This is an optimization exercise on Yosys and OpenROAD, whose aim is small area, not a production implementation. Only simulation tests tie the RTL to the original design; equivalence was not proved. No activity file was given, so power comes from the tool's default toggle rates.

==> run.sh <==
#!/bin/bash
# synth_recipe.tcl (not shown) runs the flow's synth.tcl, then flattens the netlist and writes it again
# the make line also repeats each setting of config.mk as NAME=value (left out here)
make -C /OpenROAD-flow-scripts/flow DESIGN_CONFIG=/design/flow/config.mk WORK_HOME=/design/flow/orfs CLKGATE_MAP_FILE= SYNTH_SCRIPT=/design/flow/synth_recipe.tcl finish
==> constraint.sdc <==
create_clock -name core_clock -period 10.0 [get_ports {clk}]
set_input_delay 2.0000 -clock core_clock [delete_from_list [all_inputs] [get_ports {clk}]]
set_output_delay 2.0000 -clock core_clock [all_outputs]
set_load 0.01 [all_outputs]
==> design.v <==
package rob_pkg;
    typedef logic [32-1:0]      word_t;
    typedef logic [$clog2(32)-1:0] tag_t;
    typedef logic [4:0]            reg_idx_t;
    typedef logic [1:0] op_kind_t;
    localparam op_kind_t OP_REG    = 2'd0;
    localparam op_kind_t OP_STORE  = 2'd1;
    localparam op_kind_t OP_BRANCH = 2'd2;
    localparam op_kind_t OP_JALR   = 2'd3;
    typedef logic [1:0] store_size_t;
    localparam store_size_t SZ_BYTE = 2'd0;
    localparam store_size_t SZ_HALF = 2'd1;
    localparam store_size_t SZ_WORD = 2'd2;
    typedef enum logic [1:0] {
        C_IDLE,
        C_STORE_REQ,
        C_STORE_RELEASE
    } commit_state_t;
endpackage
`timescale 1ns/1ps
module rob_pointers (
    input  logic clk,
    input  logic rst_n,
    input  logic alloc_valid,
    input  logic retire,
    input  logic flush,
    output rob_pkg::tag_t alloc_tag,
    output rob_pkg::tag_t head_tag,
    output logic full,
    output logic empty
);
    rob_pkg::tag_t                tail_ptr;
    rob_pkg::tag_t                head_ptr;
    logic [$clog2(32):0] count;
    always_ff @(posedge clk or negedge rst_n) begin
        if (!rst_n) begin
            tail_ptr <= '0;
            head_ptr <= '0;
            count    <= '0;
        end else if (flush) begin
            tail_ptr <= '0;
            head_ptr <= '0;
            count    <= '0;
        end else begin
            if (alloc_valid) begin
                tail_ptr <= tail_ptr + 1'b1;
            end
            if (retire) begin
                head_ptr <= head_ptr + 1'b1;
            end
            case ({alloc_valid, retire})
                2'b10:   count <= count + 1'b1;
                2'b01:   count <= count - 1'b1;
                default: count <= count;
            endcase
        end
    end
    assign alloc_tag = tail_ptr;
    assign head_tag  = head_ptr;
    assign full      = (count == 32);
    assign empty     = (count == '0);
endmodule
`timescale 1ns/1ps
module rob_entries (
    input  logic        clk,
    input  logic        rst_n,
    input  logic        alloc_valid,
    input  rob_pkg::tag_t alloc_tag,
    input  rob_pkg::op_kind_t alloc_kind,
    input  rob_pkg::reg_idx_t alloc_dest,
    input  rob_pkg::store_size_t alloc_size,
    input  logic        cdb_valid,
    input  rob_pkg::tag_t cdb_tag,
    input  rob_pkg::word_t cdb_value,
    input  rob_pkg::word_t cdb_addr,
    input  logic        cdb_mispredict,
    input  rob_pkg::word_t cdb_target,
    input  rob_pkg::tag_t lookup_tag,
    output logic        lookup_ready,
    output rob_pkg::word_t lookup_value,
    input  rob_pkg::tag_t head_tag,
    input  logic        retire,
    input  logic        flush,
    output logic        head_ready,
    output rob_pkg::op_kind_t head_kind,
    output rob_pkg::reg_idx_t head_dest,
    output rob_pkg::word_t head_value,
    output rob_pkg::word_t head_addr,
    output rob_pkg::store_size_t head_size,
    output logic        head_mispredict,
    output rob_pkg::word_t head_target
);
    logic [32-1:0] busy;
    logic [32-1:0] ready;
    rob_pkg::op_kind_t    kind       [32];
    rob_pkg::reg_idx_t    dest       [32];
    rob_pkg::store_size_t size       [32];
    rob_pkg::word_t       value      [32];
    rob_pkg::word_t       addr       [32];
    logic        mispredict [32];
    rob_pkg::word_t       target     [32];
    logic bypass_hit;
    always_ff @(posedge clk or negedge rst_n) begin
        if (!rst_n) begin
            busy  <= '0;
            ready <= '0;
        end else if (flush) begin
            busy  <= '0;
            ready <= '0;
        end else begin
            if (alloc_valid) begin
                busy[alloc_tag]  <= 1'b1;
                ready[alloc_tag] <= 1'b0;
            end
            if (cdb_valid) begin
                ready[cdb_tag] <= 1'b1;
            end
            if (retire) begin
                busy[head_tag]  <= 1'b0;
                ready[head_tag] <= 1'b0;
            end
        end
    end
    always_ff @(posedge clk) begin
        if (alloc_valid) begin
            kind[alloc_tag] <= alloc_kind;
            dest[alloc_tag] <= alloc_dest;
            size[alloc_tag] <= alloc_size;
        end
        if (cdb_valid) begin
            value[cdb_tag]      <= cdb_value;
            addr[cdb_tag]       <= cdb_addr;
            mispredict[cdb_tag] <= cdb_mispredict;
            target[cdb_tag]     <= cdb_target;
        end
    end
    assign bypass_hit = cdb_valid && (cdb_tag == lookup_tag);
    always_comb begin
        if (bypass_hit) begin
            lookup_ready = 1'b1;
            lookup_value = cdb_value;
        end else begin
            lookup_ready = ready[lookup_tag];
            lookup_value = value[lookup_tag];
        end
    end
    assign head_ready      = ready[head_tag];
    assign head_kind       = kind[head_tag];
    assign head_dest       = dest[head_tag];
    assign head_value      = value[head_tag];
    assign head_addr       = addr[head_tag];
    assign head_size       = size[head_tag];
    assign head_mispredict = mispredict[head_tag];
    assign head_target     = target[head_tag];
endmodule
`timescale 1ns/1ps
module store_align (
    input  rob_pkg::word_t head_addr,
    input  rob_pkg::store_size_t head_size,
    input  rob_pkg::word_t head_value,
    output logic [3:0]  mem_be,
    output rob_pkg::word_t store_word
);
    logic [1:0]        offset;
    logic [2*32-1:0] doubled;
    assign offset = head_addr[1:0];
    always_comb begin
        case (head_size)
            rob_pkg::SZ_BYTE: mem_be = 4'b0001 << offset;
            rob_pkg::SZ_HALF: mem_be = offset[1] ? 4'b1100 : 4'b0011;
            rob_pkg::SZ_WORD: mem_be = 4'b1111;
            default: mem_be = 4'b1111;
        endcase
    end
    assign doubled    = {head_value, head_value} << (8 * offset);
    assign store_word = doubled[2*32-1 -: 32];
endmodule
`timescale 1ns/1ps
module commit_fsm (
    input  logic       clk,
    input  logic       rst_n,
    input  logic       head_ready,
    input  rob_pkg::op_kind_t head_kind,
    input  rob_pkg::reg_idx_t head_dest,
    input  rob_pkg::word_t head_value,
    input  logic       head_mispredict,
    input  rob_pkg::word_t head_target,
    input  rob_pkg::word_t head_addr,
    input  rob_pkg::tag_t head_tag,
    input  rob_pkg::word_t store_word,
    input  logic [3:0] mem_be_in,
    input  logic       mem_ack,
    output logic       retire,
    output logic       flush,
    output rob_pkg::word_t redirect_pc,
    output logic       commit_valid,
    output rob_pkg::reg_idx_t commit_rd,
    output rob_pkg::word_t commit_value,
    output rob_pkg::tag_t commit_tag,
    output logic       mem_req,
    output rob_pkg::word_t mem_addr,
    output rob_pkg::word_t mem_wdata,
    output logic [3:0] mem_be
);
    rob_pkg::commit_state_t state;
    rob_pkg::commit_state_t state_next;
    logic idle_ready;
    logic head_is_store;
    logic writes_reg;
    logic redirects;
    logic store_start;
    assign idle_ready    = (state == rob_pkg::C_IDLE) && head_ready;
    assign head_is_store = (head_kind == rob_pkg::OP_STORE);
    assign writes_reg    = (head_kind == rob_pkg::OP_REG) || (head_kind == rob_pkg::OP_JALR);
    assign redirects     = ((head_kind == rob_pkg::OP_BRANCH) || (head_kind == rob_pkg::OP_JALR))
                           && head_mispredict;
    assign store_start   = idle_ready && head_is_store;
    always_comb begin
        state_next = state;
        case (state)
            rob_pkg::C_IDLE: begin
                if (store_start) begin
                    state_next = rob_pkg::C_STORE_REQ;
                end
            end
            rob_pkg::C_STORE_REQ: begin
                if (mem_ack) begin
                    state_next = rob_pkg::C_STORE_RELEASE;
                end
            end
            rob_pkg::C_STORE_RELEASE: begin
                if (!mem_ack) begin
                    state_next = rob_pkg::C_IDLE;
                end
            end
            default: state_next = rob_pkg::C_IDLE;
        endcase
    end
    always_ff @(posedge clk or negedge rst_n) begin
        if (!rst_n) begin
            state   <= rob_pkg::C_IDLE;
            mem_req <= 1'b0;
        end else begin
            state <= state_next;
            if (store_start) begin
                mem_req <= 1'b1;
            end else if ((state == rob_pkg::C_STORE_REQ) && mem_ack) begin
                mem_req <= 1'b0;
            end
        end
    end
    always_ff @(posedge clk) begin
        if (store_start) begin
            mem_addr  <= {head_addr[32-1:2], 2'b00};
            mem_wdata <= store_word;
            mem_be    <= mem_be_in;
        end
    end
    assign retire = (idle_ready && !head_is_store)
                    || ((state == rob_pkg::C_STORE_RELEASE) && !mem_ack);
    assign commit_valid = idle_ready && writes_reg;
    assign commit_rd    = head_dest;
    assign commit_value = head_value;
    assign commit_tag   = head_tag;
    assign flush       = idle_ready && redirects;
    assign redirect_pc = head_target;
endmodule
`timescale 1ns/1ps
module rob_top (
    input  logic        clk,
    input  logic        rst_n,
    input  logic        alloc_valid,
    input  rob_pkg::op_kind_t alloc_kind,
    input  rob_pkg::reg_idx_t alloc_dest,
    input  rob_pkg::store_size_t alloc_size,
    output rob_pkg::tag_t alloc_tag,
    output logic        full,
    output logic        empty,
    input  logic        cdb_valid,
    input  rob_pkg::tag_t cdb_tag,
    input  rob_pkg::word_t cdb_value,
    input  rob_pkg::word_t cdb_addr,
    input  logic        cdb_mispredict,
    input  rob_pkg::word_t cdb_target,
    input  rob_pkg::tag_t lookup_tag,
    output logic        lookup_ready,
    output rob_pkg::word_t lookup_value,
    output logic        commit_valid,
    output rob_pkg::reg_idx_t commit_rd,
    output rob_pkg::word_t commit_value,
    output rob_pkg::tag_t commit_tag,
    output logic        mem_req,
    output rob_pkg::word_t mem_addr,
    output rob_pkg::word_t mem_wdata,
    output logic [3:0]  mem_be,
    input  logic        mem_ack,
    output logic        flush,
    output rob_pkg::word_t redirect_pc
);
    rob_pkg::tag_t        head_tag;
    logic        retire;
    logic        head_ready;
    rob_pkg::op_kind_t    head_kind;
    rob_pkg::reg_idx_t    head_dest;
    rob_pkg::word_t       head_value;
    rob_pkg::word_t       head_addr;
    rob_pkg::store_size_t head_size;
    logic        head_mispredict;
    rob_pkg::word_t       head_target;
    logic [3:0]  store_be;
    rob_pkg::word_t       store_word;
    rob_pointers u_rob_pointers (
        .clk         (clk),
        .rst_n       (rst_n),
        .alloc_valid (alloc_valid),
        .retire      (retire),
        .flush       (flush),
        .alloc_tag   (alloc_tag),
        .head_tag    (head_tag),
        .full        (full),
        .empty       (empty)
    );
    rob_entries u_rob_entries (
        .clk             (clk),
        .rst_n           (rst_n),
        .alloc_valid     (alloc_valid),
        .alloc_tag       (alloc_tag),
        .alloc_kind      (alloc_kind),
        .alloc_dest      (alloc_dest),
        .alloc_size      (alloc_size),
        .cdb_valid       (cdb_valid),
        .cdb_tag         (cdb_tag),
        .cdb_value       (cdb_value),
        .cdb_addr        (cdb_addr),
        .cdb_mispredict  (cdb_mispredict),
        .cdb_target      (cdb_target),
        .lookup_tag      (lookup_tag),
        .lookup_ready    (lookup_ready),
        .lookup_value    (lookup_value),
        .head_tag        (head_tag),
        .retire          (retire),
        .flush           (flush),
        .head_ready      (head_ready),
        .head_kind       (head_kind),
        .head_dest       (head_dest),
        .head_value      (head_value),
        .head_addr       (head_addr),
        .head_size       (head_size),
        .head_mispredict (head_mispredict),
        .head_target     (head_target)
    );
    store_align u_store_align (
        .head_addr  (head_addr),
        .head_size  (head_size),
        .head_value (head_value),
        .mem_be     (store_be),
        .store_word (store_word)
    );
    commit_fsm u_commit_fsm (
        .clk             (clk),
        .rst_n           (rst_n),
        .head_ready      (head_ready),
        .head_kind       (head_kind),
        .head_dest       (head_dest),
        .head_value      (head_value),
        .head_mispredict (head_mispredict),
        .head_target     (head_target),
        .head_addr       (head_addr),
        .head_tag        (head_tag),
        .store_word      (store_word),
        .mem_be_in       (store_be),
        .mem_ack         (mem_ack),
        .retire          (retire),
        .flush           (flush),
        .redirect_pc     (redirect_pc),
        .commit_valid    (commit_valid),
        .commit_rd       (commit_rd),
        .commit_value    (commit_value),
        .commit_tag      (commit_tag),
        .mem_req         (mem_req),
        .mem_addr        (mem_addr),
        .mem_wdata       (mem_wdata),
        .mem_be          (mem_be)
    );
endmodule
==> config.mk <==
export PLATFORM = sky130hd
export DESIGN_NAME = rob_top
export DESIGN_NICKNAME = rob_top
export VERILOG_FILES = /design/flow/design.v
export SDC_FILE = /design/flow/constraint.sdc
export NUM_CORES = 4
export LEC_CHECK = 0
export CAP_MARGIN = 20
export CORE_MARGIN = 2
export CORE_UTILIZATION = 40
export PLACE_DENSITY = 0.6
export SLEW_MARGIN = 20
==> notes.md <==
status complete, no violations; vias per cell 6.03; antenna violations before repair 51; synth cell count leaders edfxtp_1, mux4_2, nand2_1, clkbuf_1, buf_2; Initial Util 40.2%; count of input and output buffers 303; maximum vdd ir drop 0.247 mV; Synth Cell Area 143000 µm²; Die Area 363000 µm²; clock sinks 3509; fill count 29200; most frequent cell after synthesis edfxtp_1; worst slew pin tran 1.13 ns; total gr overflow 0; fraction of registers with async set/reset 1.45%; Non-Filler Cell Area, Final 165000 µm²; crit path time final 7.50 ns; R2R cell count 19; Ports 306; Yosys top cell by area edfxtp_1; Worst EP arrival 5.50 ns; startpoint class of the critical path flop; setup bufs post-CTS 0; number of flops mapped to enable cells by yosys 3458; CTS tree yes; Cells after Synth 6193; RD Place Congestion 0.813; P&R area growth vs syn 14.9%; period utilization 75.0%; clock buffer depth 4; placed cell areas 153000 µm²; Max-Cap Viols 0; wire length per cell 34.2 µm; Hold Path Class reg2reg; sequential area share after synthesis 73.4%; Hold Path Depth 1; post-synth top area share 72.5%; number of global-route vias before repair 72400; Synth Warn # 4; Setup-failing EPs final 0; PwrDens 260 nW/µm²; CTS Root Cell clkbuf_16; ratio of cells with drive above 1 in the final layout 31.6%; Hold Slack 0.511 ns; top_reg_cell synth edfxtp_1; DRT Pass-1 Iters 5; largest net degree at the start of global routing 132; first-pass GRT wire length 563 mm; Antenna Violating Nets Remaining 0; CP required 8.00 ns; post-route DRC violation count 0; clock-pin slew on the worst setup and hold paths 0.06 ns; RSZ-0062 raised after global routing false; crit end category output pin; critical path type reg2out; Pleak 50.5 nW; Avg Inst Size Synth 23.1 µm²; Slew Viols, Final 0; vias 70700; CTS resizes 0; final WL 401 mm; Die Y 602 µm; row cnt 219; later-pin clock latency in the skew report 0.98 ns; Starting DRT DRC Count 8660; clock buffer count from CTS 373; Yosys reg bits 3509; post-synth cell types 54; setup_tns 0 ns; dpl hpwl 205 mm; Die X 602 µm; largest cells by area after synthesis edfxtp_1, mux4_2, nand2_1; Slew headroom 24.4%; Clock Skews 0.0500 ns; GRT Total Usage 21.9%; core area 356000 µm²; # nets final 6788; Max FO, Critical Path 72; hold_buf cts 0; total number of H-tree levels 5; Hold Fails Final Rpt 0; fmax 133 MHz
## sequential cells by signal (all words and copies together), names as in the netlist
name                      cells
u_rob_entries.addr         1024
u_rob_entries.target       1024
u_rob_entries.value        1024
u_rob_entries.dest          160
u_rob_entries.kind           64
u_rob_entries.size           64
u_commit_fsm.mem_wdata       32
u_rob_entries.mispredict     32
u_rob_entries.ready          32
u_commit_fsm.mem_addr        30
u_rob_pointers.count          6
u_rob_pointers.head_ptr       5
u_rob_pointers.tail_ptr       5
u_commit_fsm.mem_be           4
u_commit_fsm.state            2
u_commit_fsm.mem_req          1
## power breakdown
part | total (mW) | internal (mW) | switching [mW]
Sequential | 17.1 | 16.7 | 0.356
Clock | 13.8 | 8.01 | 5.79
Combinational | 11.9 | 5.45 | 6.48
## critical path, stage by stage, from the launching register on
cell             delay (ns)
dfrtp_4                0.89
buf_4                  0.80
buf_4                  0.96
mux4_2                 0.42
mux4_2                 0.48
nand2_1                0.09
nand2_1                0.21
clkdlybuf4s50_1        0.55
## layout make-up
class	instances	area [µm²]	area share, %
multi-input cells	2283	36700	22.3
flip-flops and latches	3509	105000	63.9
clock buffers	449	9730	5.91
well taps	4751	5940	3.61
inverters	16	70.1	0.0426
clock inverters	239	2440	1.49
diodes	12	30.0	0.0182
repair buffers	464	4530	2.76
## worst paths after layout
check	slack, ns	from	end
max reg2reg	4.44	u_rob_pointers.head_ptr[1]	u_rob_pointers.count[5]
min	0.51	u_commit_fsm.mem_req	u_commit_fsm.mem_req
max in group asynchronous	8.27	rst_n	u_rob_pointers.head_ptr[2]
min reg2reg	0.51	u_commit_fsm.mem_req	u_commit_fsm.mem_req
max	2.50	u_rob_pointers.head_ptr[1]	redirect_pc[7]
min in group asynchronous	1.19	rst_n	u_rob_pointers.count[3]
## per-layer routing
layer	GRT usage, %	up-vias	share of wire [%]
met5	0	-	0.034
met4	6.30	20	3.0
met3	3.34	654	7.2
met2	36.6	3319	50
met1	29.9	39000	40
li1	-	27700	-
## layout by cell type, fill, tap and decap left out, drive strengths merged, types with 7 or more instances in the layout
| cell type | n |
|---|---|
| nand2b | 8 |
| mux4 | 1396 |
| a21oi | 9 |
| clkbuf | 449 |
| xor2 | 14 |
| clkinv | 166 |
| xnor2 | 14 |
| mux2i | 107 |
| a211oi | 25 |
| a221oi | 7 |
| clkdlybuf4s50 | 259 |
| inv | 34 |
| nand4 | 8 |
| buf | 205 |
| nor3 | 21 |
| edfxtp | 3458 |
| dfrtp | 51 |
| nor2 | 108 |
| nand3b | 10 |
| bufinv | 41 |
| a22oi | 24 |
| nand3 | 13 |
| nand2 | 392 |
| clkinvlp | 14 |
| diode | 12 |
| ha | 20 |
| o21ai | 43 |
## per-stage QoR
| step | std cells | power [mW] | setup slack (ns) | utilization [%] |
|---|---|---|---|---|
| after floorplan | 6194 | 25.0 | 2.62 | - |
| after global placement | 11000 | 29.5 | 2.52 | 42.8 |
| after detailed placement | 11000 | 29.6 | 2.47 | 42.8 |
| after CTS | 11700 | 43.3 | 2.38 | 46.2 |
| after global routing | 11700 | 44.4 | 2.25 | 46.2 |
| final | 11700 | 42.8 | 2.50 | 46.2 |
## logic make-up after synthesis
kind of cell               Yosys count  share of synthesized area, %
AOI/OAI and AO/OA                  135                         0.633
xor gates and xnor gates            28                         0.171
adders and majority gates           20                         0.175
buffers and inverters              402                          1.22
DFF                               3509                          73.4
muxes                             1505                          22.7
other                                1                       0.00262
and+or+nand+nor                    593                          1.70

[separate check: timing with driven ports]
The results above use ideal ports. As a check the final layout listed here was re-extracted and re-timed, cells and wires unchanged. Step 1 (the two cells are an assumption about what drives the block):
set clk [get_ports {clk}]
set_driving_cell -lib_cell sky130_fd_sc_hd__clkbuf_16 $clk
set_driving_cell -lib_cell sky130_fd_sc_hd__buf_2 [delete_from_list [all_inputs] $clk]
Step 2 times the ports against the registers' clock, not the clock port: input delays grow and output delays shrink by t, the midpoint of the rising clock arrivals with the driver on. Three values: no drivers, after step 1, after step 2; two values: the first two.
t (ns): 1.060
setup slack, ns: 2.503 / 2.397 / 2.486
pins driven straight from the clock port: 1
After both steps this run still meets setup and hold. The setup slack of this run moves by -0.106 ns with the drivers and by -0.017 ns with both steps.
